Context: an optimization exercise on an open-source flow, tuned for small area, a short achievable clock period and few clock cycles. The choices shown serve that exercise and are no tape-out recipe.
At most, simulation tests tie the RTL to the original design; equivalence was not proved.
The RTL of runs 4 to 6 was laid out without a check of its function.
Power figures rest on the tool's default switching activity, not on a simulated workload.

File: design.v
package jhd_pkg;
  localparam int NUM_LENGTHS = 16;
  localparam int MAX_SYMBOLS = 256;
  localparam int NRING = 8;
  localparam int RLEN  = 32;
  localparam logic [1:0] OP_CLEAR = 2'd0;
  localparam logic [1:0] OP_BYTE  = 2'd1;
  localparam logic [1:0] OP_BIT   = 2'd2;
  localparam logic [2:0] ST_SYMBOL     = 3'd0;
  localparam logic [2:0] ST_TABLE_DONE = 3'd1;
  localparam logic [2:0] ST_BAD_CODE   = 3'd2;
  localparam logic [2:0] ST_OVERFLOW   = 3'd3;
  localparam logic [2:0] ST_NOT_LOADED = 3'd4;
endpackage
module jhd_front (
  input  logic        clk,
  input  logic        rst_n,
  input  logic        in_valid,
  output logic        in_stall,
  input  logic [10:0] in_data,
  output logic        h_valid,
  output logic [10:0] h_cmd,
  input  logic        h_pop
);
  logic       hv_r, sv_r;
  logic [10:0] h_r, s_r;
  logic [10:0] cmd;
  logic       push;
  logic       h_free;
  always_comb begin
    cmd[10]  = (in_data[10:9] == jhd_pkg::OP_BIT);
    cmd[9]   = (in_data[10:9] == jhd_pkg::OP_BYTE);
    cmd[8]   = (in_data[10:9] == jhd_pkg::OP_CLEAR);
    cmd[7:0] = cmd[10] ? {7'd0, in_data[0]} : in_data[8:1];
  end
  assign in_stall = sv_r;
  assign push     = in_valid && !sv_r && (in_data[10:9] != 2'd3);
  assign h_free   = !hv_r || h_pop;
  assign h_valid  = hv_r;
  assign h_cmd    = h_r;
  always_ff @(posedge clk) begin
    if (!rst_n) begin
      hv_r <= 1'b0;
      sv_r <= 1'b0;
    end else begin
      if (h_free) begin
        hv_r <= sv_r || push;
        sv_r <= 1'b0;
      end else if (push) begin
        sv_r <= 1'b1;
      end
    end
  end
  always_ff @(posedge clk) begin
    if (h_free) begin
      h_r <= sv_r ? s_r : cmd;
    end
    if (!sv_r) begin
      s_r <= cmd;
    end
  end
endmodule
module jhd_back (
  input  logic        clk,
  input  logic        rst_n,
  input  logic        h_valid,
  input  logic [10:0] h_cmd,
  output logic        h_pop,
  output logic        out_valid,
  input  logic        out_stall,
  output logic [24:0] out_data
);
  localparam int NR = jhd_pkg::NRING;
  localparam int RL = jhd_pkg::RLEN;
  function automatic logic gt9(input logic [8:0] a, input logic [8:0] b);
    logic [8:0] g, l;
    logic [2:0] gg, ge;
    g = a & ~b;
    l = ~a & b;
    for (int i = 0; i < 3; i++) begin
      gg[i] = g[3*i+2] | (~l[3*i+2] & g[3*i+1]) | (~l[3*i+2] & ~l[3*i+1] & g[3*i]);
      ge[i] = ~(g[3*i+2] | l[3*i+2]) & ~(g[3*i+1] | l[3*i+1]) & ~(g[3*i] | l[3*i]);
    end
    gt9 = gg[2] | (ge[2] & gg[1]) | (ge[2] & ge[1] & gg[0]);
  endfunction
  logic        lcnt_r, lsym_r, ready_r;    
  logic [7:0]  idx_r;                      
  logic [9:0]  room_r;                     
  logic [8:0]  tl_r;                       
  logic        tlbig_r;                    
  logic        over_r;
  logic [4:0]  rot_r;                      
  logic [3:0]  crot_r;                     
  logic [3:0]  nx_r;                       
  logic [8:0]  x_r;                        
  logic [8:0]  offs_r;                     
  logic [3:0]  len_r;
  logic [7:0]  ccur_r;                     
  logic [7:0]  c0_r;                       
  logic          wc_r;
  logic [NR-1:0] ws_r;
  logic [7:0]    wdata_r;
  logic          av_r, bv_r, ov_r;
  logic [2:0]    ast_r, bst_r, ost_r;
  logic [8:0]    aval_r, bval_r;
  logic          asym_r, bsym_r;
  logic [7:0]    as0_r;                    
  logic          ab_r;                     
  logic [RL-1:0] bj_r;                     
  logic [NR-1:0] bring_r;                  
  logic [7:0]    osym_r;
  logic [4:0]    olen_r;
  logic [8:0]    obytes_r;
  logic [NR-1:0][7:0] cand;
  logic [7:0]         sym;
  logic [16*8-1:0]    crg;
  logic [7:0]         cnx;
  logic [15:0]        nx_oh;
  always_comb begin
    nx_oh = '0;
    nx_oh[nx_r] = 1'b1;
    sym = '0;
    for (int r = 0; r < NR; r++) sym = sym | (cand[r] & {8{bring_r[r]}});
  end
  for (genvar r = 0; r < NR; r++) begin : g_ring
    logic [RL*8-1:0] rg;
    always_ff @(posedge clk) begin
      rg <= {rg[RL*8-9:0], ws_r[r] ? wdata_r : rg[RL*8-1 -: 8]};
    end
    for (genvar b = 0; b < 8; b++) begin : g_bit
      logic [RL-1:0] col;
      for (genvar j = 0; j < RL; j++) begin : g_e
        assign col[j] = rg[j*8+b];
      end
      assign cand[r][b] = |(col & bj_r);
    end
  end
  always_ff @(posedge clk) begin
    crg <= {crg[16*8-9:0], wc_r ? wdata_r : crg[16*8-1 -: 8]};
  end
  for (genvar b = 0; b < 8; b++) begin : g_cbit
    logic [15:0] col;
    for (genvar j = 0; j < 16; j++) begin : g_e
      assign col[j] = crg[j*8+b];
    end
    assign cnx[b] = |(col & nx_oh);
  end
  logic        k_clear, k_byte, k_bit;
  logic [7:0]  d;
  logic        b;
  logic        advance;
  logic        go;
  logic        fire;
  logic        is_cnt, is_sym;
  logic [8:0]  rem;
  logic [8:0]  tl_sub;
  logic        over_now;
  logic        big_now;
  logic        zero_now;
  logic        hit0, hit1, hit;
  logic [9:0]  sub0, sub1;
  logic [8:0]  xd;
  assign k_bit   = h_cmd[10];
  assign k_byte  = h_cmd[9];
  assign k_clear = h_cmd[8];
  assign d       = h_cmd[7:0];
  assign b       = h_cmd[0];
  assign advance = !(ov_r && out_stall);
  always_comb begin
    is_cnt = k_byte && lcnt_r;
    is_sym = k_byte && lsym_r;
    go = 1'b1;
    if (is_cnt) go = (idx_r[3:0] == 4'd0) || (crot_r == idx_r[3:0]);
    if (is_sym) go = (idx_r == 8'd0) || (rot_r == idx_r[4:0]);
  end
  assign fire  = h_valid && advance && go;
  assign h_pop = fire;
  always_comb begin
    rem      = room_r[8:0] - {1'b0, d};
    over_now = over_r || (!room_r[9] && gt9({1'b0, d}, room_r[8:0]));
    tl_sub   = tl_r - {1'b0, d};
    big_now  = tlbig_r || gt9({1'b0, d}, tl_r);
    zero_now = !tlbig_r && (tl_r == 9'(jhd_pkg::MAX_SYMBOLS)) && (d == 8'd0);
    hit0     = gt9({1'b0, ccur_r}, {x_r[7:0], 1'b0});
    hit1     = gt9({1'b0, ccur_r}, {x_r[7:0], 1'b1});
    hit      = !x_r[8] && (b ? hit1 : hit0);
    sub0     = {1'b0, x_r[7:0], 1'b0} - {2'd0, ccur_r};
    sub1     = {1'b0, x_r[7:0], 1'b1} - {2'd0, ccur_r};
    xd       = b ? sub1[8:0] : sub0[8:0];
  end
  logic        res_v;
  logic [2:0]  res_st;
  logic [8:0]  res_val;
  logic        res_sym;
  logic        dec_reset, dec_inc, cnt0;
  always_comb begin
    res_v     = 1'b0;
    res_st    = jhd_pkg::ST_NOT_LOADED;
    res_val   = 9'd0;
    res_sym   = 1'b0;
    dec_reset = 1'b0;
    dec_inc   = 1'b0;
    cnt0      = 1'b0;
    if (fire) begin
      if (k_clear) dec_reset = 1'b1;
      if (is_cnt) begin
        cnt0 = (idx_r[3:0] == 4'd0);
        if (idx_r[3:0] == 4'd15) begin
          if (over_now || big_now) begin
            res_v   = 1'b1;
            res_st  = jhd_pkg::ST_OVERFLOW;
            res_val = 9'd16;
          end else if (zero_now) begin
            res_v   = 1'b1;
            res_st  = jhd_pkg::ST_TABLE_DONE;
            res_val = 9'd16;
          end
        end
      end
      if (is_sym) begin
        if (tl_r == 9'd1) begin
          res_v   = 1'b1;
          res_st  = jhd_pkg::ST_TABLE_DONE;
          res_val = {1'b0, idx_r} + 9'd17;
        end
      end
      if (k_bit) begin
        res_v = 1'b1;
        if (!ready_r) begin
          res_st = jhd_pkg::ST_NOT_LOADED;
        end else if (hit) begin
          res_st    = jhd_pkg::ST_SYMBOL;
          res_val   = {5'd0, len_r} + 9'd1;
          res_sym   = 1'b1;
          dec_reset = 1'b1;
        end else if (len_r == 4'd15) begin
          res_st    = jhd_pkg::ST_BAD_CODE;
          res_val   = 9'd16;
          dec_reset = 1'b1;
        end else begin
          res_v   = 1'b0;
          dec_inc = 1'b1;
        end
      end
    end
  end
  always_ff @(posedge clk) begin
    if (!rst_n) begin
      lcnt_r   <= 1'b1;
      lsym_r   <= 1'b0;
      ready_r  <= 1'b0;
      idx_r    <= 8'd0;
      room_r   <= 10'd2;
      tl_r     <= 9'(jhd_pkg::MAX_SYMBOLS);
      tlbig_r  <= 1'b0;
      over_r   <= 1'b0;
      x_r      <= 9'd0;
      offs_r   <= 9'd0;
      len_r    <= 4'd0;
      wc_r     <= 1'b0;
      ws_r     <= '0;
    end else begin
      wc_r <= fire && is_cnt;
      ws_r <= '0;
      if (fire && is_sym) ws_r[idx_r[7:5]] <= 1'b1;
      if (fire && k_clear) begin
        lcnt_r   <= 1'b1;
        lsym_r   <= 1'b0;
        ready_r  <= 1'b0;
        idx_r    <= 8'd0;
        room_r   <= 10'd2;
        tl_r     <= 9'(jhd_pkg::MAX_SYMBOLS);
        tlbig_r  <= 1'b0;
        over_r   <= 1'b0;
      end
      if (fire && is_cnt) begin
        if (!room_r[9]) room_r <= {rem, 1'b0};
        tl_r    <= tl_sub;
        tlbig_r <= big_now;
        over_r  <= over_now;
        idx_r   <= {4'd0, idx_r[3:0] + 4'd1};
        if (idx_r[3:0] == 4'd15) begin
          lcnt_r <= 1'b0;
          tl_r   <= 9'(jhd_pkg::MAX_SYMBOLS) - tl_sub;
          if (!over_now && !big_now) begin
            if (zero_now) ready_r <= 1'b1;
            else          lsym_r  <= 1'b1;
          end
        end
      end
      if (fire && is_sym) begin
        idx_r <= idx_r + 8'd1;
        tl_r  <= tl_r - 9'd1;
        if (tl_r == 9'd1) begin
          lsym_r  <= 1'b0;
          ready_r <= 1'b1;
        end
      end
      if (dec_reset) begin
        x_r    <= 9'd0;
        offs_r <= 9'd0;
        len_r  <= 4'd0;
      end else if (dec_inc) begin
        x_r    <= {x_r[8] | xd[8], xd[7:0]};
        offs_r <= offs_r + {1'b0, ccur_r};
        len_r  <= len_r + 4'd1;
      end
    end
  end
  always_ff @(posedge clk) begin
    wdata_r <= d;
    crot_r  <= crot_r + 4'd1;
    rot_r   <= rot_r + 5'd1;
    if (fire && is_sym && idx_r == 8'd0) rot_r <= 5'd1;
    if (cnt0) begin
      crot_r <= 4'd1;
      nx_r   <= 4'd14;
      c0_r   <= d;
      ccur_r <= d;
    end else if (dec_reset) begin
      nx_r   <= crot_r - 4'd2;
      ccur_r <= c0_r;
    end else if (dec_inc) begin
      ccur_r <= cnx;
    end else begin
      nx_r   <= nx_r + 4'd1;
    end
  end
  logic [4:0]    q;
  logic [7:0]    s1;
  logic [RL-1:0] q_oh, j_oh;
  logic [NR-1:0] r0_oh, r1_oh;
  always_comb begin
    q            = rot_r - 5'd1 - as0_r[4:0];
    q_oh         = '0;
    q_oh[q]      = 1'b1;
    j_oh         = ab_r ? {q_oh[0], q_oh[RL-1:1]} : q_oh;
    s1           = as0_r + 8'd1;
    r0_oh        = '0;
    r0_oh[as0_r[7:5]] = 1'b1;
    r1_oh        = '0;
    r1_oh[s1[7:5]] = 1'b1;
  end
  always_ff @(posedge clk) begin
    if (!rst_n) begin
      av_r <= 1'b0;
      bv_r <= 1'b0;
      ov_r <= 1'b0;
    end else if (advance) begin
      av_r <= res_v;
      bv_r <= av_r;
      ov_r <= bv_r;
    end
  end
  always_ff @(posedge clk) begin
    if (advance) begin
      ast_r    <= res_st;
      aval_r   <= res_val;
      asym_r   <= res_sym;
      as0_r    <= offs_r[7:0] + {x_r[6:0], 1'b0};
      ab_r     <= b;
      bst_r    <= ast_r;
      bval_r   <= aval_r;
      bsym_r   <= asym_r;
      bj_r     <= j_oh;
      bring_r  <= ab_r ? r1_oh : r0_oh;
      ost_r    <= bst_r;
      osym_r   <= bsym_r ? sym : 8'd0;
      olen_r   <= (bst_r == jhd_pkg::ST_SYMBOL || bst_r == jhd_pkg::ST_BAD_CODE) ? bval_r[4:0] : 5'd0;
      obytes_r <= (bst_r == jhd_pkg::ST_TABLE_DONE || bst_r == jhd_pkg::ST_OVERFLOW) ? bval_r : 9'd0;
    end else begin
      bj_r     <= {bj_r[RL-2:0], bj_r[RL-1]};
    end
  end
  assign out_valid = ov_r;
  assign out_data  = {ost_r, osym_r, olen_r, obytes_r};
endmodule
module jpeg_huffman_decoder_core (
  input  logic          clk,
  input  logic          rst_n,
  input  logic          in_valid,
  output logic          in_stall,
  input  logic [10:0]   in_data,
  output logic          out_valid,
  input  logic          out_stall,
  output logic [24:0]   out_data
);
  logic       h_valid;
  logic [10:0] h_cmd;
  logic       h_pop;
  jhd_front u_front (
    .clk      (clk),
    .rst_n    (rst_n),
    .in_valid (in_valid),
    .in_stall (in_stall),
    .in_data  (in_data),
    .h_valid  (h_valid),
    .h_cmd    (h_cmd),
    .h_pop    (h_pop)
  );
  jhd_back u_back (
    .clk       (clk),
    .rst_n     (rst_n),
    .h_valid   (h_valid),
    .h_cmd     (h_cmd),
    .h_pop     (h_pop),
    .out_valid (out_valid),
    .out_stall (out_stall),
    .out_data  (out_data)
  );
endmodule
File: run.sh
#!/bin/bash
# synth_recipe.tcl (not shown) runs the flow's synth.tcl, then flattens the netlist and writes it again
# the make line also repeats each setting of config.mk as NAME=value (left out here)
make -C /OpenROAD-flow-scripts/flow DESIGN_CONFIG=/design/flow/config.mk WORK_HOME=/design/flow/orfs CLKGATE_MAP_FILE= SYNTH_SCRIPT=/design/flow/synth_recipe.tcl finish
File: config.mk
export PLATFORM = sky130hd
export DESIGN_NAME = jpeg_huffman_decoder_core
export DESIGN_NICKNAME = jpeg_huffman_decoder_core
export VERILOG_FILES = /design/flow/design.v
export SDC_FILE = /design/flow/constraint.sdc
export NUM_CORES = 4
export LEC_CHECK = 0
export CAP_MARGIN = 30
export CORE_MARGIN = 2
export CORE_UTILIZATION = 45
export CTS_CLUSTER_DIAMETER = 70
export CTS_CLUSTER_SIZE = 30
export PLACE_DENSITY = 0.6
export SETUP_SLACK_MARGIN = 4.1
export SLEW_MARGIN = 40
File: constraint.sdc
create_clock -name core_clock -period 7.0 [get_ports {clk}]
set_input_delay 1.4000 -clock core_clock [delete_from_list [all_inputs] [get_ports {clk}]]
set_output_delay 1.4000 -clock core_clock [all_outputs]
set_load 0.01 [all_outputs]
==> metrics.csv, run 1 <==
metric;value;unit
Starting DRT DRC Count;4553;
die area;156100;um2
effective utilization at floorplan;45.32;%
clock latency on the worst-skew pair;0.81;ns
RSZ-0062 raised after global routing;yes;
Layout area overhead;11.30;%
Stages on worst setup path;1;
Power Density;309.3;nW/um2
post-synth net total;5419;
Ys Warns;2;
Hold WS;0.3226;ns
Mapped Area;68840;um2
Synth async-reset ratio;0;%
nets@finish;5383;
Slew Limit Fails;0;
clock sinks;2402;
vias per inst;6.043;
r2r setup slk;4.07;ns
Reg clk slew, reported paths;0.10;ns
ys flop type;dfxtp_1;
register area share after synthesis;71.23;%
root buffer cell;clkbuf_16;
setup TNS;0;ns
WS Path Type;flip-flop to output port;
r2r endpoint;u_back.osym_r[3];
worst r2r src;u_back.bj_r[4];
GPL Wtd Cong;0.8871;
peak supply drop;0.0002217;V
Layout Utilization;50.44;%
CTS tree;yes;
initial antenna violation count;6;
max-cap viol count;0;
Total GRT Usage;25.97;%
CP startpoint;u_back.osym_r[6];
post-route ant nets;0;
Routed WL;210100;um
drt wl/cell;28.41;um
layout cell share with drive strength beyond 1;10.59;%
Avg Cell Area, Syn;12.97;um2
critical path's top delay family;flip-flops;
crit path buf inv count;1;
total gr overflow;0;
first-pass GRT wire length;302400;um
DR pass1 iterations;6;
crit-path max cell delay;0.56;ns
clk buf depth;3;
Critical Path RT;5.60;ns
EDFF count, synth;95;
Max Clk Rate;337.1;MHz
Startpoint Class;flip-flop;
largest net degree at the start of global routing;44;
worst-margin pin slew;0.9319;ns
min cycle time layout;2.966;ns
HPWL after DPL;118600;um
Post-route DRC;0;
core area;151900;um2
vias in the first global route;44142;
# rows;143;
vias;44695;
Worst Setup End Kind;output port;
Final Hold Viols;0;
Post-CTS Hold Fix Bufs;0;
worst rel slew slack;37.79;%
final setup vio count;0;
Die X;395.1;um
period utilization;42.38;%
Hold WC Path Type;flip-flop to flip-flop;
H-tree Lvls;3;
Port Buffer Count;41;
outcome;finished clean;
Max stage delay cell, worst path;edfxtp_1;
leakage power;28.62;nW
synthesized netlist cell count;5309;
setup skew after layout;0.05773;ns
R2R cell count;7;
worst path cell trace;buf_2;
top-level I/O count;42;
die span in y;395.1;um
#FFs+latches synth;2402;
TritonCTS buffer count;114;
worst-path fanout max;1;
Worst Path Arrival;1.57;ns
Critical Path End;out_data[20];
post-synthesis cell type count;91;
## logic make-up after synthesis
| logic type | after synthesis | share of synthesized area [%] |
|---|---|---|
| and+or+nand+nor | 773 | 5.972 |
| muxes | 90 | 1.461 |
| xor gates and xnor gates | 79 | 1.005 |
| adders and majority gates | 95 | 1.803 |
| AOI/OAI and AO/OA | 1467 | 16.26 |
| buffers and inverters | 403 | 2.275 |
| DFF | 2402 | 71.23 |
## flip-flops by register name, indices dropped and copies added (netlist names), 9 cells and up
name and count:
u_back.bval_r 9, u_back.obytes_r 9, u_back.aval_r 9, u_back.bj_r 32, u_front.h_r 11, u_front.s_r 11, u_back.g_ring.rg 2048, u_back.room_r 10
u_back.x_r 9, u_back.crg 128, u_back.tl_r 9
## layout make-up
type	instances	area (um2)
diodes	1	2.502
fillers	12949	75280
repair buffers	157	1546
multi-input cells	2506	18870
flip-flops and latches	2402	49180
clock buffers	131	3030
clock inverters	77	1106
inverters	92	354.1
well taps	2030	2540
## placed cells by master, fill, tap and decap left out, types with 17 or more instances in the layout
cell       synthesis  layout
o41ai_1           66      43
dfxtp_4            0      36
o21a_1            20      20
and3_1            19      18
clkbuf_16          0     117
nand2_1          146     140
o41ai_2            0      21
nand3_1          177     168
ha_1              88      87
dfxtp_1         2307    2265
a21oi_1           87      77
edfxtp_1          95      95
a22oi_1          811     811
o21ai_0           51      48
buf_4              1      77
a221oi_1         137     137
xnor2_1           52      48
a22o_1           163     163
xor2_1            27      25
buf_6              3      17
mux2_2            74      74
nor2_1            94      92
inv_1             91      89
nor3_1            38      30
nand4_1          161     161
and2_1            25      23
## metrics by stage
step	instance area [um2]	instances	setup slack, ns	power (W)
2_1_floorplan	69040	5309	3.038	0.01500
3_3_place_gp	71410	7143	2.746	0.01541
3_5_place_dp	71560	7152	2.699	0.01543
4_1_cts	76190	7374	3.993	0.02366
5_1_grt	76620	7395	3.944	0.02436
6_report	76630	7396	4.034	0.02370
## synthesized netlist by cell type, types with 5 or more instances
library cell	count	area, um2
a22oi_1	811	6088
o21ai_0	51	255.2
fa_1	7	140.1
a31oi_1	12	75.07
o21ai_1	7	35.03
nand2b_1	8	50.05
o41ai_1	66	578.1
and3_1	19	118.9
a211oi_1	17	127.6
xnor2_1	52	455.4
a21o_1	11	82.58
nor2b_1	15	93.84
mux2_2	74	833.3
clkbuf_1	207	777.0
o21a_1	20	150.1
nor2_1	94	352.8
nand3b_1	6	45.04
xor2_1	27	236.5
buf_1	78	292.8
a21oi_1	87	435.4
o22ai_1	13	81.33
ha_1	88	1101
inv_1	91	341.6
nor3_1	38	190.2
nor3_2	5	50.05
mux2i_1	15	150.1
a22o_1	163	1428
or3_1	18	112.6
edfxtp_1	95	2853
nor4_1	16	100.1
nand4_1	161	1007
buf_2	22	110.1
a32oi_1	8	70.07
and2_1	25	156.4
dfxtp_1	2307	46180
a221oi_1	137	1200
o2111ai_1	6	52.55
nand3_1	177	885.9
o21bai_1	5	37.54
nand2_1	146	548.0
o31ai_1	5	37.54
## per-layer routing
metal	routed length, um	share of wire (%)	vias up	global-route usage (%)
met1	91240	43	22547	36.45
li1	-	-	19680	-
met5	0	0	-	0
met3	16130	7.7	428	3.905
met2	95210	45	2040	41.05
met4	7511	3.6	0	8.642
## how the worst min path moves through the flow
stage,startpoint,to,slack (ns),cells past startpoint
final,u_back.g_ring[3].rg[97],u_back.g_ring[3].rg[105],0.32,0
after global routing,u_back.g_ring[3].rg[97],u_back.g_ring[3].rg[105],0.32,0
after CTS,u_back.g_ring[3].rg[97],u_back.g_ring[3].rg[105],0.33,0
after detailed placement,u_back.g_ring[3].rg[130],u_back.g_ring[3].rg[138],0.34,0
after global placement,u_back.g_ring[3].rg[157],u_back.g_ring[3].rg[165],0.33,0
after floorplan,u_back.crg[40],u_back.crg[48],0.32,0
## report_power, final
part | internal, W | leakage (nW) | total [W] | switching, W
registers | 0.0138 | 19.7 | 0.0141 | 0.000238
logic | 0.000423 | 6.93 | 0.00122 | 0.000797
clock network | 0.00364 | 1.98 | 0.00839 | 0.00475
## what timing repair did
action	4_1_cts	5_1_grt
pin swaps	4	2
gates cloned	2	0
setup endpoints to repair	118	139
gates resized for setup	144	51
setup buffers	12	21
Testbench counts, summed over its fixed seeds: cycles 47,721.
==> run 2, diff against run 1 <==
--- a/config.mk
+++ b/config.mk
@@ -11,3 +11,3 @@
 export CTS_CLUSTER_DIAMETER = 70
-export CTS_CLUSTER_SIZE = 30
+export CTS_CLUSTER_SIZE = 24
 export PLACE_DENSITY = 0.6
==> run 2 against run 1 <==
Net effect: final cell count down 0.49%; clock power shrank 6.1%; global-route usage about the same; highest routed layer is now met5.
==> metrics.csv, run 2 <==
metric;value;unit;change
Sw Ratio;23.73;%;was 24.41%
Mapped Area;68840;um2;unchanged
Fillers;13015;;was 12949
WS Path Type;flip-flop to output port;;unchanged
Gate power share;5.3;%;was 5.2%
internal power;0.01770;W;was 0.01791 W
layout cell share with drive strength beyond 1;9.831;%;was 10.59%
crit path buf inv count;1;;unchanged
Die X;395.1;um;unchanged
Slew Limit Fails;0;;unchanged
DR pass1 iterations;6;;unchanged
Psw;0.005506;W;was 0.005785 W
commonest non-fill, non-tap cell in the layout;dfxtp_1;;unchanged
die span in y;395.1;um;unchanged
root buffer cell;clkbuf_16;;unchanged
# rows;143;;unchanged
Ys Warns;2;;unchanged
Synth async-reset ratio;0;%;unchanged
number of flip-flops in the largest register;2048;;unchanged
register area;49180;um2;unchanged
setup skew after layout;0.07288;ns;was 0.05773 ns
Reg clk slew, reported paths;0.09;ns;was 0.10 ns
synthesized netlist cell count;5309;;unchanged
worst rel slew slack;36.85;%;was 37.79%
GPL Wtd Cong;0.8871;;unchanged
vias in the first global route;44042;;was 44142
Startpoint Class;flip-flop;;unchanged
TritonCTS buffer count;120;;was 114
final instance area;76180;um2;was 76630 um2
critical path's top delay family;flip-flops;;unchanged
Power Density;304.6;nW/um2;was 309.3 nW/um2
Worst Path Arrival;1.61;ns;was 1.57 ns
CTS tree;yes;;unchanged
Cell Area, Placed;71560;um2;unchanged
Post-CTS Hold Fix Bufs;0;;unchanged
Hold WC Path Type;flip-flop to flip-flop;;unchanged
H-tree Lvls;3;;unchanged
Post-synth top cells;dfxtp_1, a22oi_1, clkbuf_1, nand3_1, a22o_1;;unchanged
nets@finish;5393;;was 5383
Reg with most FFs;u_back.g_ring.rg;;unchanged
count leader, synth;dfxtp_1;;unchanged
Synth area leaders;dfxtp_1, a22oi_1, edfxtp_1;;unchanged
RSZ-0062 raised after global routing;yes;;unchanged
peak supply drop;0.0002391;V;was 0.0002217 V
Max Clk Rate;332.0;MHz;was 337.1 MHz
leading area contributor after synthesis;dfxtp_1;;unchanged
largest net degree at the start of global routing;44;;unchanged
pre-CTS setup slack;2.699;ns;unchanged
Worst Setup End Kind;output port;;unchanged
Clock Power Share;34.0;%;was 35.4%
clk buf depth;3;;unchanged
ys flop type;dfxtp_1;;unchanged
worst-path fanout max;1;;unchanged
post-synthesis cell type count;91;;unchanged
Routed WL;210600;um;was 210100 um
Starting DRT DRC Count;4538;;was 4553
post-synth top area share;67.08;%;unchanged
first-pass GRT wire length;302100;um;was 302400 um
post-synth net total;5419;;unchanged
area of the multi-input gates;18870;um2;about the same
Port Buffer Count;41;;unchanged
HPWL after DPL;118600;um;unchanged
worst-margin pin slew;0.9459;ns;was 0.9319 ns
Post-route DRC;0;;unchanged
Avg Cell Area, Syn;12.97;um2;unchanged
Critical Path RT;5.60;ns;about the same
commonest cells after routing, fill and taps aside;dfxtp_1, a22oi_1, nand3_1;;unchanged
vias per inst;6.071;;was 6.043
Layout Utilization;50.15;%;was 50.44%
crit-path max cell delay;0.61;ns;was 0.56 ns
Antenna Cells;0;;was 1
outcome;finished clean;;unchanged
EDFF count, synth;95;;unchanged
Reg power frac;60.7;%;was 59.4%
register area share after synthesis;71.23;%;unchanged
top-level I/O count;42;;unchanged
#FFs+latches synth;2402;;unchanged
drt wl/cell;28.62;um;was 28.41 um
clock sinks;2402;;unchanged
initial antenna violation count;5;;was 6
Total GRT Usage;25.92;%;was 25.97%
clock latency on the worst-skew pair;0.81;ns;about the same
total gr overflow;0;;unchanged
top flop regs;u_back.g_ring.rg x2048, u_back.crg x128, u_back.bj_r x32;;unchanged
setup TNS;0;ns;unchanged
Max stage delay cell, worst path;edfxtp_1;;unchanged
period utilization;43.03;%;was 42.38%
die area;156100;um2;unchanged
worst path cell trace;buf_2;;unchanged
Final Hold Viols;0;;unchanged
Setup WS post-layout;3.988;ns;was 4.034 ns
leakage power;28.39;nW;was 28.62 nW
min cycle time layout;3.012;ns;was 2.966 ns
core area;151900;um2;unchanged
post-route ant nets;0;;unchanged
Layout area overhead;10.66;%;was 11.30%
effective utilization at floorplan;45.32;%;unchanged
vias;44686;;was 44695
final setup vio count;0;;unchanged
max-cap viol count;0;;unchanged
## run 2: final timing paths
| check | cells after the start | slack, ns | startpoint | to |
|---|---|---|---|---|
| worst max register to register | 8 | 4.11 | u_back.nx_r[3] | u_back.ccur_r[6] |
| worst min register to register | 0 | 0.32 | u_back.g_ring[3].rg[14] | u_back.g_ring[3].rg[22] |
| worst min-delay path | 0 | 0.32 | u_back.g_ring[3].rg[14] | u_back.g_ring[3].rg[22] |
| worst max-delay path | 1 | 3.99 | u_back.osym_r[6] | out_data[20] |
## run 2: power groups by stage
stage	Combinational (W)	Clock [W]	Sequential, W
2_1_floorplan	0.000764	0	0.0142
3_3_place_gp	0.00100	0	0.0144
3_5_place_dp	0.00102	0	0.0144
4_1_cts	0.00107	0.00797	0.0141
5_1_grt	0.00130	0.00849	0.0141
6_report	0.00124	0.00788	0.0141
## run 2: metrics by stage
stage / instances / total power [W] / hold slack, ns
5_1_grt: 7360 / 0.02388 / 0.3280
2_1_floorplan: 5309 / 0.01500 / 0.3249
4_1_cts: 7331 / 0.02313 / 0.3222
6_report: 7360 / 0.02320 / 0.3214
3_3_place_gp: 7143 / 0.01541 / 0.3324
3_5_place_dp: 7152 / 0.01543 / 0.3354
## run 2: repair_timing
action	CTS	global route
endpoints found under the hold margin	0	0
pin swaps	3	7
endpoints found under the setup margin	121	172
cloned	3	0
gates resized for setup	121	60
setup buffers	7	29
## run 2: metal layers
| metal | track usage (%) | wire length (um) |
|---|---|---|
| met1 | 36.09 | 91530 |
| met3 | 4.531 | 16480 |
| met2 | 40.76 | 94590 |
| met4 | 8.820 | 8010 |
| met5 | 0 | 20 |
## run 2: cell type report
cell class,count,area share (%)
multi-input cells,2507,24.76
flip-flops and latches,2402,64.55
clock buffers,138,4.208
well taps,2030,3.334
repair buffers,160,2.069
clock inverters,31,0.6126
inverters,92,0.4582
## run 2: logic make-up (layout without fill, tap and decap cells)
group	after synthesis	after routing	share of synthesized area [%]
AOI/OAI and AO/OA	1467	1467	16.26
xor gates and xnor gates	79	79	1.005
adders and majority gates	95	95	1.803
buffers and inverters	403	421	2.275
DFF	2402	2402	71.23
muxes	90	90	1.461
and+or+nand+nor	773	776	5.972
==> run 3, diff against run 2 <==
--- a/config.mk
+++ b/config.mk
@@ -9,6 +9,6 @@
 export CORE_MARGIN = 2
-export CORE_UTILIZATION = 45
+export CORE_UTILIZATION = 55
 export CTS_CLUSTER_DIAMETER = 70
 export CTS_CLUSTER_SIZE = 24
-export PLACE_DENSITY = 0.6
+export PLACE_DENSITY = 0.7
 export SETUP_SLACK_MARGIN = 4.1
==> run 3 against run 2 <==
Net effect: still clean on timing, DRC and antenna; clock skew down 0.023 ns; clock power down 6.0%; sequential cell count unchanged; critical path depth up 8; die area down 18%; hold slack worse by 0.0035 ns; worst setup slack better by 0.13 ns; first-iteration DRC count up 33%; critical endpoint is now u_back.ccur_r[3].
==> metrics.csv, run 3 <==
metric;value;unit;change
peak supply drop;0.0003014;V;was 0.0002391 V
post-route ant nets;0;;unchanged
min cycle time layout;2.881;ns;was 3.012 ns
DR pass1 iterations;6;;unchanged
core area;124000;um2;was 151900 um2
Mapped Area;68840;um2;unchanged
register area share after synthesis;71.23;%;unchanged
vias per inst;6.493;;was 6.071
commonest non-fill, non-tap cell in the layout;dfxtp_1;;unchanged
Worst Path Arrival;3.40;ns;was 1.61 ns
WS Path Type;flip-flop to flip-flop;;was flip-flop to output port
Post-CTS Hold Fix Bufs;0;;unchanged
Starting DRT DRC Count;6044;;was 4538
ys flop type;dfxtp_1;;unchanged
pre-CTS setup slack;2.275;ns;was 2.699 ns
max-cap viol count;0;;unchanged
clock sinks;2402;;unchanged
setup skew after layout;0.04982;ns;was 0.07288 ns
Reg clk slew, reported paths;0.10;ns;was 0.09 ns
drt wl/cell;29.18;um;was 28.62 um
setup TNS;0;ns;unchanged
Power Density;302.5;nW/um2;was 304.6 nW/um2
CTS tree;yes;;unchanged
Post-synth top cells;dfxtp_1, a22oi_1, clkbuf_1, nand3_1, a22o_1;;unchanged
clk buf depth;3;;unchanged
leakage power;28.25;nW;was 28.39 nW
commonest cells after routing, fill and taps aside;dfxtp_1, a22oi_1, nand3_1;;unchanged
Post-route DRC;0;;unchanged
crit-path max cell delay;0.44;ns;was 0.61 ns
number of flip-flops in the largest register;2048;;unchanged
GPL Wtd Cong;0.9116;;was 0.8871
top flop regs;u_back.g_ring.rg x2048, u_back.crg x128, u_back.bj_r x32;;unchanged
layout cell share with drive strength beyond 1;9.490;%;was 9.831%
HPWL after DPL;116900;um;was 118600 um
synthesized netlist cell count;5309;;unchanged
Routed WL;202800;um;was 210600 um
first-pass GRT wire length;290800;um;was 302100 um
Synth async-reset ratio;0;%;unchanged
Layout area overhead;9.174;%;was 10.66%
worst-path fanout max;9;;was 1
top-level I/O count;42;;unchanged
Max Clk Rate;347.1;MHz;was 332.0 MHz
crit path buf inv count;1;;unchanged
Startpoint Class;flip-flop;;unchanged
dpl cells;6762;;was 7152
die span in y;357.8;um;was 395.1 um
count leader, synth;dfxtp_1;;unchanged
Reg with most FFs;u_back.g_ring.rg;;unchanged
critical path's top delay family;simple AND/OR/NAND/NOR gates;;was flip-flops
# rows;129;;was 143
root buffer cell;clkbuf_16;;unchanged
outcome;finished clean;;unchanged
post-synth top area share;67.08;%;unchanged
#FFs+latches synth;2402;;unchanged
Synth area leaders;dfxtp_1, a22oi_1, edfxtp_1;;unchanged
clock latency on the worst-skew pair;0.80;ns;was 0.81 ns
Max stage delay cell, worst path;dfxtp_4;;was edfxtp_1
total gr overflow;0;;unchanged
Slew Limit Fails;0;;unchanged
Layout Utilization;60.63;%;was 50.15%
die area;128000;um2;was 156100 um2
Die X;357.8;um;was 395.1 um
final setup vio count;0;;unchanged
worst-margin pin slew;0.9311;ns;was 0.9459 ns
post-synthesis cell type count;91;;unchanged
EDFF count, synth;95;;unchanged
leading area contributor after synthesis;dfxtp_1;;unchanged
nets@finish;5387;;was 5393
vias;45123;;was 44686
Port Buffer Count;41;;unchanged
Worst Setup End Kind;flip-flop;;was output port
largest net degree at the start of global routing;64;;was 44
Setup WS post-layout;4.119;ns;was 3.988 ns
RSZ-0062 raised after global routing;yes;;unchanged
worst rel slew slack;37.08;%;was 36.85%
Critical Path RT;7.52;ns;was 5.60 ns
vias in the first global route;44165;;was 44042
non-filler cells, final;6950;;was 7360
Hold WC Path Type;flip-flop to flip-flop;;unchanged
TritonCTS buffer count;115;;was 120
effective utilization at floorplan;55.54;%;was 45.32%
Ys Warns;2;;unchanged
initial antenna violation count;7;;was 5
Total GRT Usage;30.61;%;was 25.92%
period utilization;41.15;%;was 43.03%
worst path cell trace;inv_1 > ha_4 > nor2_1 > o21a_1 > a22oi_1 > nand4_1 > or4_1 > nor4_1 > o22ai_1;;was buf_2
Avg Cell Area, Syn;12.97;um2;unchanged
Final Hold Viols;0;;unchanged
post-synth net total;5419;;unchanged
H-tree Lvls;3;;unchanged
-- run 3: cell counts after synthesis --
No cell type changed its count.
-- run 3: through the flow --
stage               hold WS [ns]  total power (W)  cell area (um2)
floorplan                 0.3249          0.01500            69040
global placement          0.3323          0.01540            70990
detailed placement        0.3361          0.01542            71010
CTS                       0.3275          0.02260            74700
global route              0.3345          0.02332            75160
finish                    0.3178          0.02274            75160
-- run 3: logic make-up (layout without fill, tap and decap cells) --
| kind of cell | count (synthesis) | count (layout) | share of synthesized area (%) |
|---|---|---|---|
| DFF | 2402 | 2402 | 71.23 |
| buffers and inverters | 403 | 402 | 2.275 |
| adders and majority gates | 95 | 95 | 1.803 |
| xor gates and xnor gates | 79 | 79 | 1.005 |
| AOI/OAI and AO/OA | 1467 | 1467 | 16.26 |
| muxes | 90 | 90 | 1.461 |
| and+or+nand+nor | 773 | 776 | 5.972 |
| other | 0 | 2 | 0 |
-- run 3: report_power, final --
group / switching [W] / total [W] / internal (W)
combinational: 0.000812 / 0.00126 / 0.000446
clock: 0.00428 / 0.00741 / 0.00313
sequential: 0.000224 / 0.0141 / 0.0138
-- run 3: routing by layer --
| metal | part of all wire [%] | vias to the layer above | routed length [um] | GRT usage (%) |
|---|---|---|---|---|
| met5 | 0.032 | - | 64 | 0 |
| met4 | 4.6 | 6 | 9313 | 12.96 |
| met3 | 9.4 | 545 | 19140 | 5.822 |
| met2 | 45 | 2552 | 90630 | 47.81 |
| met1 | 41 | 22391 | 83620 | 41.81 |
| li1 | - | 19629 | - | - |
-- run 3: worst paths after layout --
path	from	to	slack (ns)	depth (start not counted)
setup / recovery	u_back.nx_r[0]	u_back.ccur_r[3]	4.12	9
hold / removal	u_back.g_ring[5].rg[25]	u_back.g_ring[5].rg[33]	0.32	0
setup reg to reg	u_back.nx_r[0]	u_back.ccur_r[3]	4.12	9
hold reg to reg	u_back.g_ring[5].rg[25]	u_back.g_ring[5].rg[33]	0.32	0
-- run 3: what timing repair did --
action | in CTS | in global routing
pin swaps | 6 | 6
cloned | 3 | 1
resized for setup | 115 | 45
setup buffers | 7 | 24
setup endpoints to repair | 224 | 97
-- run 3: final cells by class --
type | instances | area, um2
flip-flops and latches | 2402 | 49180
fillers | 9601 | 48800
multi-input cells | 2507 | 18880
clock buffers | 130 | 2998
well taps | 1637 | 2048
repair buffers | 159 | 1400
inverters | 92 | 349.1
clock inverters | 21 | 300.3
diodes | 2 | 5.005
==> run 4, diff against run 3 <==
--- a/design.v
+++ b/design.v
@@ -366,6 +366,2 @@
       bring_r  <= ab_r ? r1_oh : r0_oh;
-      ost_r    <= bst_r;
-      osym_r   <= bsym_r ? sym : 8'd0;
-      olen_r   <= (bst_r == jhd_pkg::ST_SYMBOL || bst_r == jhd_pkg::ST_BAD_CODE) ? bval_r[4:0] : 5'd0;
-      obytes_r <= (bst_r == jhd_pkg::ST_TABLE_DONE || bst_r == jhd_pkg::ST_OVERFLOW) ? bval_r : 9'd0;
     end else begin
@@ -374,2 +370,12 @@
   end
+  logic [24:0] o_new, o_r, oh_r;
+  assign o_new = {bst_r,
+                  bsym_r ? sym : 8'd0,
+                  (bst_r == jhd_pkg::ST_SYMBOL || bst_r == jhd_pkg::ST_BAD_CODE) ? bval_r[4:0] : 5'd0,
+                  (bst_r == jhd_pkg::ST_TABLE_DONE || bst_r == jhd_pkg::ST_OVERFLOW) ? bval_r : 9'd0};
+  always_ff @(posedge clk) begin
+    o_r  <= advance ? o_new : oh_r;
+    oh_r <= advance ? o_new : o_r;
+  end
+  assign {ost_r, osym_r, olen_r, obytes_r} = o_r;
   assign out_valid = ov_r;
--- a/config.mk
+++ b/config.mk
@@ -9,7 +9,7 @@
 export CORE_MARGIN = 2
-export CORE_UTILIZATION = 55
+export CORE_UTILIZATION = 45
 export CTS_CLUSTER_DIAMETER = 70
 export CTS_CLUSTER_SIZE = 24
-export PLACE_DENSITY = 0.7
-export SETUP_SLACK_MARGIN = 4.1
+export PLACE_DENSITY = 0.6
+export SETUP_SLACK_MARGIN = 4.2
 export SLEW_MARGIN = 40
==> run 4 against run 3 <==
Net effect: still clean; critical path depth is 1 lower; area after synthesis is 0.11% higher; hold slack better by 0.0077 ns; worst setup slack worse by 0.056 ns; global-route usage is 3.3 points lower; register-to-register slack worse by 0.06 ns; maximum frequency is 1.9% lower; critical path type unchanged; critical endpoint is now u_back.o_r[15].
==> metrics.csv, run 4 <==
metric;value;unit;change
Startpoint Class;flip-flop;;unchanged
EDFF count, synth;70;;was 95
setup TNS;0;ns;unchanged
register area share after synthesis;71.52;%;was 71.23%
Slew Limit Fails;0;;unchanged
Port Buffer Count;41;;unchanged
Clock Power Share;33.2;%;was 32.6%
#FFs+latches synth;2427;;was 2402
Reg clk slew, reported paths;0.09;ns;was 0.10 ns
GPL Wtd Cong;0.8548;;was 0.9116
Starting DRT DRC Count;5728;;was 6044
top-level I/O count;42;;unchanged
clock sinks;2427;;was 2402
leading area contributor after synthesis;dfxtp_1;;unchanged
DR pass1 iterations;8;;was 6
max-cap viol count;0;;unchanged
Layout Utilization;51.98;%;was 60.63%
commonest cells after routing, fill and taps aside;dfxtp_1, a22oi_1, nand4_1;;was dfxtp_1, a22oi_1, nand3_1
Worst Path Arrival;3.62;ns;was 3.40 ns
crit-path max cell delay;0.57;ns;was 0.44 ns
worst rel slew slack;40.58;%;was 37.08%
core area;152100;um2;was 124000 um2
r2r setup slk;4.06;ns;was 4.12 ns
vias;46306;;was 45123
nets@finish;5573;;was 5387
min-delay src;u_back.g_ring[4].rg[39];;was u_back.g_ring[5].rg[25]
period utilization;41.95;%;was 41.15%
area of the multi-input gates;19350;um2;was 18880 um2
Mapped Area;68920;um2;was 68840 um2
Reg power frac;60.5;%;was 61.9%
vias in the first global route;45259;;was 44165
dpl cells;7178;;was 6762
Power Density;295.5;nW/um2;was 302.5 nW/um2
count leader, synth;dfxtp_1;;unchanged
post-synthesis cell type count;79;;was 91
die span in y;395.3;um;was 357.8 um
Die X;395.3;um;was 357.8 um
Critical Path RT;7.68;ns;was 7.52 ns
HPWL after DPL;120900;um;was 116900 um
synthesized netlist cell count;5317;;was 5309
Design Power;0.02336;W;was 0.02274 W
crit path buf inv count;2;;was 1
Synth async-reset ratio;0;%;unchanged
internal power;0.01779;W;was 0.01742 W
number of flip-flops in the largest register;2048;;unchanged
post-synth top area share;68.47;%;was 67.08%
RSZ-0062 raised after global routing;yes;;unchanged
Layout area overhead;14.70;%;was 9.174%
commonest non-fill, non-tap cell in the layout;dfxtp_1;;unchanged
Antenna Cells;0;;was 2
post-route ant nets;0;;unchanged
H-tree Lvls;3;;unchanged
top flop regs;u_back.g_ring.rg x2048, u_back.crg x128, u_back.bj_r x32;;unchanged
Final Hold Viols;0;;unchanged
Total GRT Usage;27.28;%;was 30.61%
Synth area leaders;dfxtp_1, a22oi_1, edfxtp_1;;unchanged
CTS tree;yes;;unchanged
min cycle time layout;2.937;ns;was 2.881 ns
die area;156300;um2;was 128000 um2
root buffer cell;clkbuf_16;;unchanged
worst-margin pin slew;0.8901;ns;was 0.9311 ns
initial antenna violation count;6;;was 7
Cells on Worst Hold Path;0;;unchanged
WS Path Type;flip-flop to flip-flop;;unchanged
largest net degree at the start of global routing;52;;was 64
outcome;finished clean;;unchanged
Routed WL;224300;um;was 202800 um
ys flop type;dfxtp_1;;unchanged
TritonCTS buffer count;120;;was 115
r2r endpoint;u_back.o_r[15];;was u_back.ccur_r[3]
effective utilization at floorplan;45.32;%;was 55.54%
total gr overflow;0;;unchanged
peak supply drop;0.0002446;V;was 0.0003014 V
clk buf depth;3;;unchanged
Hold WC Path Type;flip-flop to flip-flop;;unchanged
register area;49480;um2;was 49180 um2
Reg with most FFs;u_back.g_ring.rg;;unchanged
drt wl/cell;29.81;um;was 29.18 um
Fillers;12947;;was 9601
clock latency on the worst-skew pair;0.80;ns;about the same
R2R cell count;8;;was 9
setup skew after layout;0.04650;ns;was 0.04982 ns
final setup vio count;0;;unchanged
Hold WS;0.3255;ns;was 0.3178 ns
Worst Setup End Kind;flip-flop;;unchanged
Avg Cell Area, Syn;12.96;um2;was 12.97 um2
Post-synth top cells;dfxtp_1, a22oi_1, nand4_1, clkbuf_1, a22o_1;;was dfxtp_1, a22oi_1, clkbuf_1, nand3_1, a22o_1
Ys Warns;2;;unchanged
critical path's top delay family;compound AO/OA/AOI/OAI gates;;was simple AND/OR/NAND/NOR gates
leakage power;29.84;nW;was 28.25 nW
vias per inst;6.152;;was 6.493
# rows;143;;was 129
first-pass GRT wire length;314100;um;was 290800 um
Max Clk Rate;340.5;MHz;was 347.1 MHz
worst r2r src;u_back.bj_r[11];;was u_back.nx_r[0]
Psw;0.005563;W;was 0.005316 W
layout cell share with drive strength beyond 1;14.43;%;was 9.490%
Post-route DRC;0;;unchanged
Sw Ratio;23.82;%;was 23.38%
worst path cell trace;buf_4 > bufbuf_16 > a22oi_1 > nand3_1 > o41ai_4 > nand4_1 > o211a_1 > a21o_1;;was inv_1 > ha_4 > nor2_1 > o21a_1 > a22oi_1 > nand4_1 > or4_1 > nor4_1 > o22ai_1
Gate power share;6.3;%;was 5.5%
post-synth net total;5428;;was 5419
WHS Endpoint;u_back.g_ring[4].rg[47];;was u_back.g_ring[5].rg[33]
worst-path fanout max;19;;was 9
non-filler cells, final;7527;;was 6950
Max stage delay cell, worst path;nand4_1;;was dfxtp_4
run 4: worst reg2reg max path, cell delays in order (launching register included):
cell and delay (ns):
dfxtp_4 0.39, buf_4 0.16, bufbuf_16 0.33, a22oi_1 0.20
nand3_1 0.16, o41ai_4 0.40, nand4_1 0.57, o211a_1 0.47
a21o_1 0.16
run 4: kinds of logic (layout without fill, tap and decap cells):
| family | count (synthesis) | in the layout | synth area share, % |
|---|---|---|---|
| DFF | 2427 | 2427 | 71.52 |
| AOI/OAI and AO/OA | 1471 | 1471 | 16.34 |
| and+or+nand+nor | 766 | 770 | 5.868 |
| buffers and inverters | 404 | 580 | 2.244 |
| adders and majority gates | 96 | 96 | 1.819 |
| xor gates and xnor gates | 77 | 77 | 0.9785 |
| muxes | 76 | 76 | 1.236 |
run 4: how the worst max path moves through the flow:
stage	from	end	slack [ns]	depth (start not counted)
final	u_back.bj_r[11]	u_back.o_r[15]	4.06	8
after global routing	u_back.ccur_r[1]	u_back.nx_r[3]	4.03	10
after CTS	u_back.ccur_r[1]	u_back.aval_r[1]	4.11	10
after detailed placement	out_stall	u_back.offs_r[4]	2.72	7
after global placement	out_stall	u_back.ccur_r[4]	1.98	6
after floorplan	u_back.ccur_r[1]	u_back.ccur_r[0]	4.20	10
run 4: routing by layer:
metal | routed length [um] | global-route usage, % | vias up | part of all wire (%)
li1 | - | - | 20062 | -
met1 | 97390 | 38.62 | 23375 | 43
met2 | 96980 | 41.13 | 2353 | 43
met3 | 19920 | 5.042 | 514 | 8.9
met4 | 10040 | 11.06 | 2 | 4.5
met5 | 11 | 0 | - | 0.0049
run 4: area by class of cell:
class / instances / area share, %
clock buffer: 130 / 3.913
clock inverter: 27 / 0.4938
inverter: 100 / 0.4907
multi-input combinational: 2490 / 24.47
sequential: 2427 / 62.60
tap: 2030 / 3.213
timing repair buffer: 323 / 4.820
run 4: metrics by stage:
step / cell area (um2) / setup slack, ns
finish: 79050 / 4.063
global route: 79050 / 4.033
CTS: 77500 / 4.106
detailed placement: 71810 / 2.716
global placement: 71600 / 1.976
floorplan: 69000 / 4.202
run 4: power groups by stage:
stage / clock network [W] / registers, W / logic (W)
detailed placement: 0 / 0.0145 / 0.00103
CTS: 0.00784 / 0.0141 / 0.00124
global route: 0.00833 / 0.0141 / 0.00156
finish: 0.00776 / 0.0141 / 0.00148
global placement: 0 / 0.0145 / 0.00101
floorplan: 0 / 0.0143 / 0.000684
run 4: what timing repair did:
action                     in CTS  in global routing
buffers inserted              103                 67
gates resized for setup       333                151
pin swaps                      47                 76
hold buffers                    0                  0
cloned                          6                 16
setup endpoints to repair     204                160
==> run 5, diff against run 4 <==
--- a/design.v
+++ b/design.v
@@ -85,2 +85,25 @@
   endfunction
+  function automatic logic [9:0] sub9(input logic [8:0] a, input logic [8:0] b);
+    logic [9:0] g, p, gn, pn;
+    g[0] = 1'b1;
+    p[0] = 1'b0;
+    for (int i = 0; i < 9; i++) begin
+      g[i+1] = a[i] & ~b[i];
+      p[i+1] = ~(a[i] ^ b[i]);
+    end
+    for (int lv = 0; lv < 4; lv++) begin
+      gn = g;
+      pn = p;
+      for (int k = 0; k < 10; k++) begin
+        if (k >= (1 << lv)) begin
+          gn[k] = g[k] | (p[k] & g[k - (1 << lv)]);
+          pn[k] = p[k] & p[k - (1 << lv)];
+        end
+      end
+      g = gn;
+      p = pn;
+    end
+    for (int i = 0; i < 9; i++) sub9[i] = ~(a[i] ^ b[i]) ^ g[i];
+    sub9[9] = g[9];
+  endfunction
   logic        lcnt_r, lsym_r, ready_r;    
@@ -159,4 +182,4 @@
   logic        zero_now;
-  logic        hit0, hit1, hit;
-  logic [9:0]  sub0, sub1;
+  logic        hit;
+  logic [9:0]  sub;
   logic [8:0]  xd;
@@ -183,8 +206,5 @@
     zero_now = !tlbig_r && (tl_r == 9'(jhd_pkg::MAX_SYMBOLS)) && (d == 8'd0);
-    hit0     = gt9({1'b0, ccur_r}, {x_r[7:0], 1'b0});
-    hit1     = gt9({1'b0, ccur_r}, {x_r[7:0], 1'b1});
-    hit      = !x_r[8] && (b ? hit1 : hit0);
-    sub0     = {1'b0, x_r[7:0], 1'b0} - {2'd0, ccur_r};
-    sub1     = {1'b0, x_r[7:0], 1'b1} - {2'd0, ccur_r};
-    xd       = b ? sub1[8:0] : sub0[8:0];
+    sub      = sub9({x_r[7:0], b}, {1'b0, ccur_r});
+    hit      = !x_r[8] && !sub[9];
+    xd       = sub[8:0];
   end
--- a/config.mk
+++ b/config.mk
@@ -13,3 +13,3 @@
 export PLACE_DENSITY = 0.6
-export SETUP_SLACK_MARGIN = 4.2
+export SETUP_SLACK_MARGIN = 4.1
 export SLEW_MARGIN = 40
==> run 5 against run 4 <==
Net effect: first-iteration DRC count is 9.7% lower; routed wire length is 1.2% higher; non-clock buffer count is 1 lower; count of clock-buffer cells in the layout is 3 higher; critical path depth stayed put; cell area is 0.47% lower; critical path type unchanged; highest routed layer unchanged; hold slack worse by 0.0035 ns.
==> metrics.csv, run 5 <==
metric;value;unit;change
outcome;finished clean;;unchanged
top flop regs;u_back.g_ring.rg x2048, u_back.crg x128, u_back.bj_r x32;;unchanged
Reg clk slew, reported paths;0.10;ns;was 0.09 ns
peak supply drop;0.0002215;V;was 0.0002446 V
initial antenna violation count;6;;unchanged
worst-path fanout max;17;;was 19
Max Used Layer;met5;;unchanged
vias;45816;;was 46306
Post-synth top cells;dfxtp_1, a22oi_1, nand4_1, clkbuf_1, a22o_1;;unchanged
Reg with most FFs;u_back.g_ring.rg;;unchanged
Post-route DRC;0;;unchanged
Total GRT Usage;27.25;%;was 27.28%
Die X;394.4;um;was 395.3 um
Worst Path Arrival;3.75;ns;was 3.62 ns
H-tree Lvls;3;;unchanged
total gr overflow;0;;unchanged
Met2 Wirelength;98360;um;was 96980 um
period utilization;43.46;%;was 41.95%
Hold WS;0.3219;ns;was 0.3255 ns
WS Path Type;flip-flop to flip-flop;;unchanged
effective utilization at floorplan;45.20;%;was 45.32%
RSZ-0062 raised after global routing;yes;;unchanged
Routed WL;226900;um;was 224300 um
layout cell share with drive strength beyond 1;13.30;%;was 14.43%
final setup vio count;0;;unchanged
pre-CTS setup slack;2.629;ns;was 2.716 ns
Slew Limit Fails;0;;unchanged
number of flip-flops in the largest register;2048;;unchanged
Max Clk Rate;328.7;MHz;was 340.5 MHz
Layout Utilization;51.85;%;was 51.98%
post-route ant nets;0;;unchanged
EDFF count, synth;70;;unchanged
clock sinks;2427;;unchanged
Mapped Area;68580;um2;was 68920 um2
die span in y;394.4;um;was 395.3 um
clock latency on the worst-skew pair;0.80;ns;about the same
WL met3;23520;um;was 19920 um
r2r setup slk;3.96;ns;was 4.06 ns
CP startpoint;u_back.bj_r[16];;was u_back.bj_r[11]
# rows;143;;unchanged
DR pass1 iterations;6;;was 8
TritonCTS buffer count;120;;unchanged
drt wl/cell;30.42;um;was 29.81 um
Hold WC Path Type;flip-flop to flip-flop;;unchanged
vias in the first global route;44304;;was 45259
Port Buffer Count;41;;unchanged
nets@finish;5492;;was 5573
min cycle time layout;3.042;ns;was 2.937 ns
commonest cells after routing, fill and taps aside;dfxtp_1, a22oi_1, nand4_1;;unchanged
register area share after synthesis;71.86;%;was 71.52%
worst-margin pin slew;0.9452;ns;was 0.8901 ns
synthesized netlist cell count;5241;;was 5317
vias per inst;6.141;;was 6.152
largest net degree at the start of global routing;59;;was 52
Starting DRT DRC Count;5172;;was 5728
commonest non-fill, non-tap cell in the layout;dfxtp_1;;unchanged
Critical Path RT;7.71;ns;was 7.68 ns
Setup WS post-layout;3.958;ns;was 4.063 ns
Worst Setup End Kind;flip-flop;;unchanged
die area;155500;um2;was 156300 um2
r2r endpoint;u_back.o_r[19];;was u_back.o_r[15]
worst r2r src;u_back.bj_r[16];;was u_back.bj_r[11]
post-synthesis cell type count;77;;was 79
Power Density;294.6;nW/um2;was 295.5 nW/um2
Ys Warns;2;;unchanged
worst rel slew slack;36.16;%;was 40.58%
Synth area leaders;dfxtp_1, a22oi_1, edfxtp_1;;unchanged
Post-CTS Hold Fix Bufs;0;;unchanged
top-level I/O count;42;;unchanged
leakage power;29.74;nW;was 29.84 nW
GPL Wtd Cong;0.8407;;was 0.8548
clk buf depth;3;;unchanged
Metal-1 WL;96730;um;was 97390 um
count leader, synth;dfxtp_1;;unchanged
Layout area overhead;14.72;%;was 14.70%
Critical Path End;u_back.o_r[19];;was u_back.o_r[15]
root buffer cell;clkbuf_16;;unchanged
first-pass GRT wire length;311700;um;was 314100 um
post-synth top area share;68.80;%;was 68.47%
#FFs+latches synth;2427;;unchanged
R2R cell count;8;;unchanged
ys flop type;dfxtp_1;;unchanged
Fillers;12934;;was 12947
leading area contributor after synthesis;dfxtp_1;;unchanged
Final Hold Viols;0;;unchanged
setup skew after layout;0.05177;ns;was 0.04650 ns
core area;151700;um2;was 152100 um2
Synth async-reset ratio;0;%;unchanged
setup TNS;0;ns;unchanged
max-cap viol count;0;;unchanged
post-synth net total;5345;;was 5428
CTS tree;yes;;unchanged
HPWL after DPL;121900;um;was 120900 um
Startpoint Class;flip-flop;;unchanged
Avg Cell Area, Syn;13.09;um2;was 12.96 um2
==> run 5: kinds of logic after synthesis <==
kind of cell	count (synthesis)	share of synthesized area [%]
AO/OA/AOI/OAI	1471	16.40
XOR/XNOR	76	0.9706
adder cells (fa/ha/maj)	89	1.678
buffers and inverters	389	2.222
flip-flops	2427	71.86
multiplexers	81	1.324
AND/OR/NAND/NOR	708	5.535
==> run 5: metrics by stage <==
step	area, um2	std cells	total power, W
after global routing	78670	7457	0.02381
after global placement	71060	7085	0.01543
after detailed placement	71210	7090	0.01545
final	78680	7461	0.02318
after CTS	76600	7336	0.02310
after floorplan	68600	5241	0.01503
==> run 5: worst min path at each step <==
stage               slack, ns                      from  cells past startpoint                        to
floorplan                0.32            u_back.crg[11]                      0            u_back.crg[19]
global placement         0.33  u_back.g_ring[6].rg[135]                      0  u_back.g_ring[6].rg[143]
detailed placement       0.33            u_back.crg[11]                      0            u_back.crg[19]
CTS                      0.32  u_back.g_ring[3].rg[230]                      0  u_back.g_ring[3].rg[238]
global route             0.32  u_back.g_ring[3].rg[230]                      0  u_back.g_ring[3].rg[238]
finish                   0.32  u_back.g_ring[3].rg[230]                      0  u_back.g_ring[3].rg[238]
==> run 5: worst max-delay path: stages, from the launching register on <==
cell     delay [ns]
dfxtp_4        0.40
buf_4          0.22
buf_4          0.30
a22oi_1        0.22
nand4_1        0.14
o41ai_1        0.88
nand4_1        0.28
o211a_1        0.33
a21o_1         0.16
==> run 5: area by class of cell <==
cell class	count	area, um2	area share (%)
Inverter	87	326.6	0.4151
Tap cell	2030	2540	3.228
Clock buffer	133	3148	4.001
Multi-Input combinational cell	2430	18720	23.79
Clock inverter	28	435.4	0.5534
Sequential cell	2427	49450	62.86
Timing Repair Buffer	322	4043	5.138
Antenna cell	4	10.01	0.01272
==> run 5: layer usage <==
layer  GRT usage, %  vias to the layer above
met4          10.38                        4
met3          6.243                      400
li1               -                    19820
met2          41.11                     2446
met5              0                        -
met1          38.03                    23146
==> run 5: power by group <==
part           total, W  internal, W  switching [W]
clock           0.00785      0.00337        0.00448
sequential       0.0142       0.0140       0.000191
combinational   0.00117     0.000394       0.000781
total            0.0232       0.0177        0.00545
==> run 5: what timing repair did <==
action                                  CTS  global route
pin swaps                                25            67
gates cloned                              5            20
hold endpoints to repair                  0             0
setup buffers                            80           100
endpoints found under the setup margin  193           139
resized for setup                       223           137
==> run 6, diff against run 5 <==
--- a/config.mk
+++ b/config.mk
@@ -7,3 +7,3 @@
 export LEC_CHECK = 0
-export CAP_MARGIN = 30
+export CAP_MARGIN = 20
 export CORE_MARGIN = 2
@@ -13,3 +13,3 @@
 export PLACE_DENSITY = 0.6
-export SETUP_SLACK_MARGIN = 4.1
-export SLEW_MARGIN = 40
+export SETUP_SLACK_MARGIN = 4.0
+export SLEW_MARGIN = 20
==> run 6 against run 5 <==
Net effect: still clean on timing, DRC and antenna; critical endpoint is now u_back.oh_r[17]; first-iteration DRC count fell by 3.1%; hold slack improved by 0.012 ns; maximum frequency fell by 0.66%; clock power fell by 2%.
==> metrics.csv, run 6 <==
metric;value;unit;change
count leader, synth;dfxtp_1;;unchanged
top-level I/O count;42;;unchanged
clock sinks;2427;;unchanged
commonest cells after routing, fill and taps aside;dfxtp_1, a22oi_1, nand4_1;;unchanged
Hold WS;0.3339;ns;was 0.3219 ns
Slew Limit Fails;0;;unchanged
post-synth net total;5345;;unchanged
min cycle time layout;3.062;ns;was 3.042 ns
Ys Warns;2;;unchanged
GPL Wtd Cong;0.8368;;was 0.8407
Reg clk slew, reported paths;0.09;ns;was 0.10 ns
Avg Cell Area, Syn;13.09;um2;unchanged
# rows;143;;unchanged
top flop regs;u_back.g_ring.rg x2048, u_back.crg x128, u_back.bj_r x32;;unchanged
total gr overflow;0;;unchanged
Worst Path Arrival;3.76;ns;was 3.75 ns
#FFs+latches synth;2427;;unchanged
die span in y;394.4;um;unchanged
Critical Path RT;7.70;ns;was 7.71 ns
number of flip-flops in the largest register;2048;;unchanged
Routed WL;212600;um;was 226900 um
register area share after synthesis;71.86;%;unchanged
WS Path Type;flip-flop to flip-flop;;unchanged
GR Util met2;41.36;%;was 41.11%
Synth area leaders;dfxtp_1, a22oi_1, edfxtp_1;;unchanged
HPWL after DPL;119700;um;was 121900 um
min-delay src;u_back.g_ring[1].rg[38];;was u_back.g_ring[3].rg[230]
clock latency on the worst-skew pair;0.80;ns;about the same
Starting DRT DRC Count;5014;;was 5172
Max Clk Rate;326.5;MHz;was 328.7 MHz
root buffer cell;clkbuf_16;;unchanged
RSZ-0062 raised after global routing;yes;;unchanged
Reg with most FFs;u_back.g_ring.rg;;unchanged
outcome;finished clean;;unchanged
commonest non-fill, non-tap cell in the layout;dfxtp_1;;unchanged
EDFF count, synth;70;;unchanged
clk buf depth;3;;unchanged
met3 Track Usage GR;4.191;%;was 6.243%
layout cell share with drive strength beyond 1;9.866;%;was 13.30%
critical path's top delay family;compound AO/OA/AOI/OAI gates;;unchanged
vias per inst;6.054;;was 6.141
Port Buffer Count;41;;unchanged
gr busiest metal;met2;;unchanged
CTS tree;yes;;unchanged
Post-route DRC;0;;unchanged
effective utilization at floorplan;45.20;%;unchanged
Mapped Area;68580;um2;unchanged
worst-margin pin slew;1.176;ns;was 0.9452 ns
Worst Setup End Kind;flip-flop;;unchanged
leading area contributor after synthesis;dfxtp_1;;unchanged
leakage power;28.61;nW;was 29.74 nW
Hold WC Path Type;flip-flop to flip-flop;;unchanged
post-route ant nets;0;;unchanged
Power Density;301.3;nW/um2;was 294.6 nW/um2
drt wl/cell;29.03;um;was 30.42 um
CP dominant cell by count;nand4_1;;
ys flop type;dfxtp_1;;unchanged
Synth async-reset ratio;0;%;unchanged
worst rel slew slack;21.47;%;was 36.16%
period utilization;43.75;%;was 43.46%
DR pass1 iterations;6;;unchanged
post-synth top area share;68.80;%;unchanged
vias in the first global route;43509;;was 44304
TritonCTS buffer count;119;;was 120
H-tree Lvls;3;;unchanged
Final Hold Viols;0;;unchanged
die area;155500;um2;unchanged
Die X;394.4;um;unchanged
Total GRT Usage;26.15;%;was 27.25%
CP startpoint;u_back.bj_r[18];;was u_back.bj_r[16]
post-synthesis cell type count;77;;unchanged
Max stage delay cell, worst path;nand4_1;;was o41ai_1
core area;151700;um2;unchanged
vias;44326;;was 45816
nets@finish;5351;;was 5492
max-cap viol count;0;;unchanged
setup skew after layout;0.04937;ns;was 0.05177 ns
crit-path max cell delay;0.61;ns;was 0.88 ns
Startpoint Class;flip-flop;;unchanged
first-pass GRT wire length;301900;um;was 311700 um
final setup vio count;0;;unchanged
Layout area overhead;11.13;%;was 14.72%
synthesized netlist cell count;5241;;unchanged
worst-path fanout max;30;;was 17
worst path cell trace;buf_6 > a22oi_1 > nand4_1 > o41ai_4 > nand4_1 > o211a_1 > a21o_1;;was buf_4 > buf_4 > a22oi_1 > nand4_1 > o41ai_1 > nand4_1 > o211a_1 > a21o_1
Post-synth top cells;dfxtp_1, a22oi_1, nand4_1, clkbuf_1, a22o_1;;unchanged
worst r2r src;u_back.bj_r[18];;was u_back.bj_r[16]
initial antenna violation count;7;;was 6
largest net degree at the start of global routing;59;;unchanged
crit path buf inv count;1;;was 2
grt met1 use;36.37;%;was 38.03%
setup TNS;0;ns;unchanged
peak supply drop;0.0002473;V;was 0.0002215 V
## run 6: changes by cell type in the layout (fill, tap and decap cells not counted), moves of 5 or more
| cell | previous run | this run |
|---|---|---|
| a221oi_2 | 14 | 3 |
| buf_6 | 15 | 24 |
| buf_12 | 47 | 14 |
| buf_4 | 163 | 81 |
| a22oi_2 | 9 | 0 |
| dfxtp_1 | 2303 | 2312 |
| buf_16 | 24 | 9 |
| clkbuf_1 | 7 | 12 |
| a221oi_1 | 91 | 103 |
| nand3_2 | 5 | 0 |
| dlygate4sd2_1 | 14 | 20 |
| dfxtp_2 | 14 | 9 |
| a22oi_1 | 845 | 854 |
| clkbuf_16 | 143 | 120 |
## run 6: metrics by stage
stage          instances  setup WS [ns]  total power [W]  utilization (%)  instance area (um2)
6_report            7322          3.938          0.02297            50.23                76220
5_1_grt             7321          3.972          0.02363            50.23                76210
4_1_cts             7284          3.706          0.02299            49.83                75600
3_5_place_dp        7093          2.665          0.01545            46.90                71150
3_3_place_gp        7093          2.777          0.01543            46.89                71150
2_1_floorplan       5241          4.033          0.01503                -                68600
## run 6: routing by layer
layer | vias up | share of wire [%]
li1 | 19525 | -
met4 | 4 | 3.6
met1 | 22345 | 43
met2 | 2051 | 45
met3 | 401 | 8.0
met5 | - | 0.016
## run 6: layout make-up
cell class,count,area (um2)
Inverter,87,326.6
Sequential cell,2427,49430
Clock inverter,31,420.4
Timing Repair Buffer,184,2061
Clock buffer,134,3075
Multi-Input combinational cell,2428,18360
Antenna cell,1,2.502
Fill cell,13194,75510
Tap cell,2030,2540
## run 6: final timing paths
path,end,slack (ns),cells after the start
max,u_back.oh_r[17],3.94,7
min,u_back.g_ring[1].rg[46],0.33,0
min reg2reg,u_back.g_ring[1].rg[46],0.33,0
max reg2reg,u_back.oh_r[17],3.94,7
## run 6: report_power, final
part / leakage, nW / switching (W) / internal (W)
Sequential: 19.8 / 0.000200 / 0.0140
Clock: 1.71 / 0.00446 / 0.00325
Combinational: 7.09 / 0.000738 / 0.000352
Total: 28.6 / 0.00540 / 0.0176
## run 6: repair_timing
item / in CTS / in global routing
resized for setup: 159 / 58
setup endpoints to repair: 129 / 120
setup buffers: 21 / 36
cloned: 5 / 1
pin swaps: 15 / 20
hold buffers: 0 / 0
## run 6: logic make-up (layout without fill, tap and decap cells)
group                    count (synthesis)  in the layout  synth area share (%)
adder cells (fa/ha/maj)                 89             89                 1.678
other                                    0              1                     0
flip-flops                            2427           2427                 71.86
XOR/XNOR                                76             76                0.9706
buffers and inverters                  389            436                 2.222
AO/OA/AOI/OAI                         1471           1471                 16.40
multiplexers                            81             81                 1.324
AND/OR/NAND/NOR                        708            711                 5.535

port drivers added, routing unchanged:
In the flow no input, the clock included, has a driving cell. The finished layouts below were timed again as built, in two steps.
Step 1: set_driving_cell puts a clkbuf_16 on clk and a buf_2 on each other input, an assumption about the parent block.
Step 2 moves the port delays by t, midway between the first and last clock arrival at a register: inputs arrive t later, outputs are due t later. That takes back most of the time a late clock gives input paths.
Three values: ideal ports, drivers, drivers and shift; two values: the first two.
run	t (ns)	setup slack, ns	worst setup path at the end	worst slew at a driven data input, ns	cell pins on the clock port's net
run 1	0.861	4.034 / 3.955 / 3.587	input to register	0.04	1
run 2	0.850	3.988 / 3.908 / 3.573	input to register	0.04	1
run 3	0.844	4.119 / 4.078 / 3.393	input to register	0.06	1
run 4	0.861	4.063 / 4.063 / 3.659	input to register	0.04	1
run 5	0.859	3.958 / 3.958 / 3.642	input to register	0.05	1
run 6	0.859	3.938 / 3.938 / 3.388	input to register	0.04	1
After both steps setup and hold are still met in every run listed. The setup slack of run 3, which loses most, moves by -0.041 ns with the drivers and by -0.726 ns with both steps.
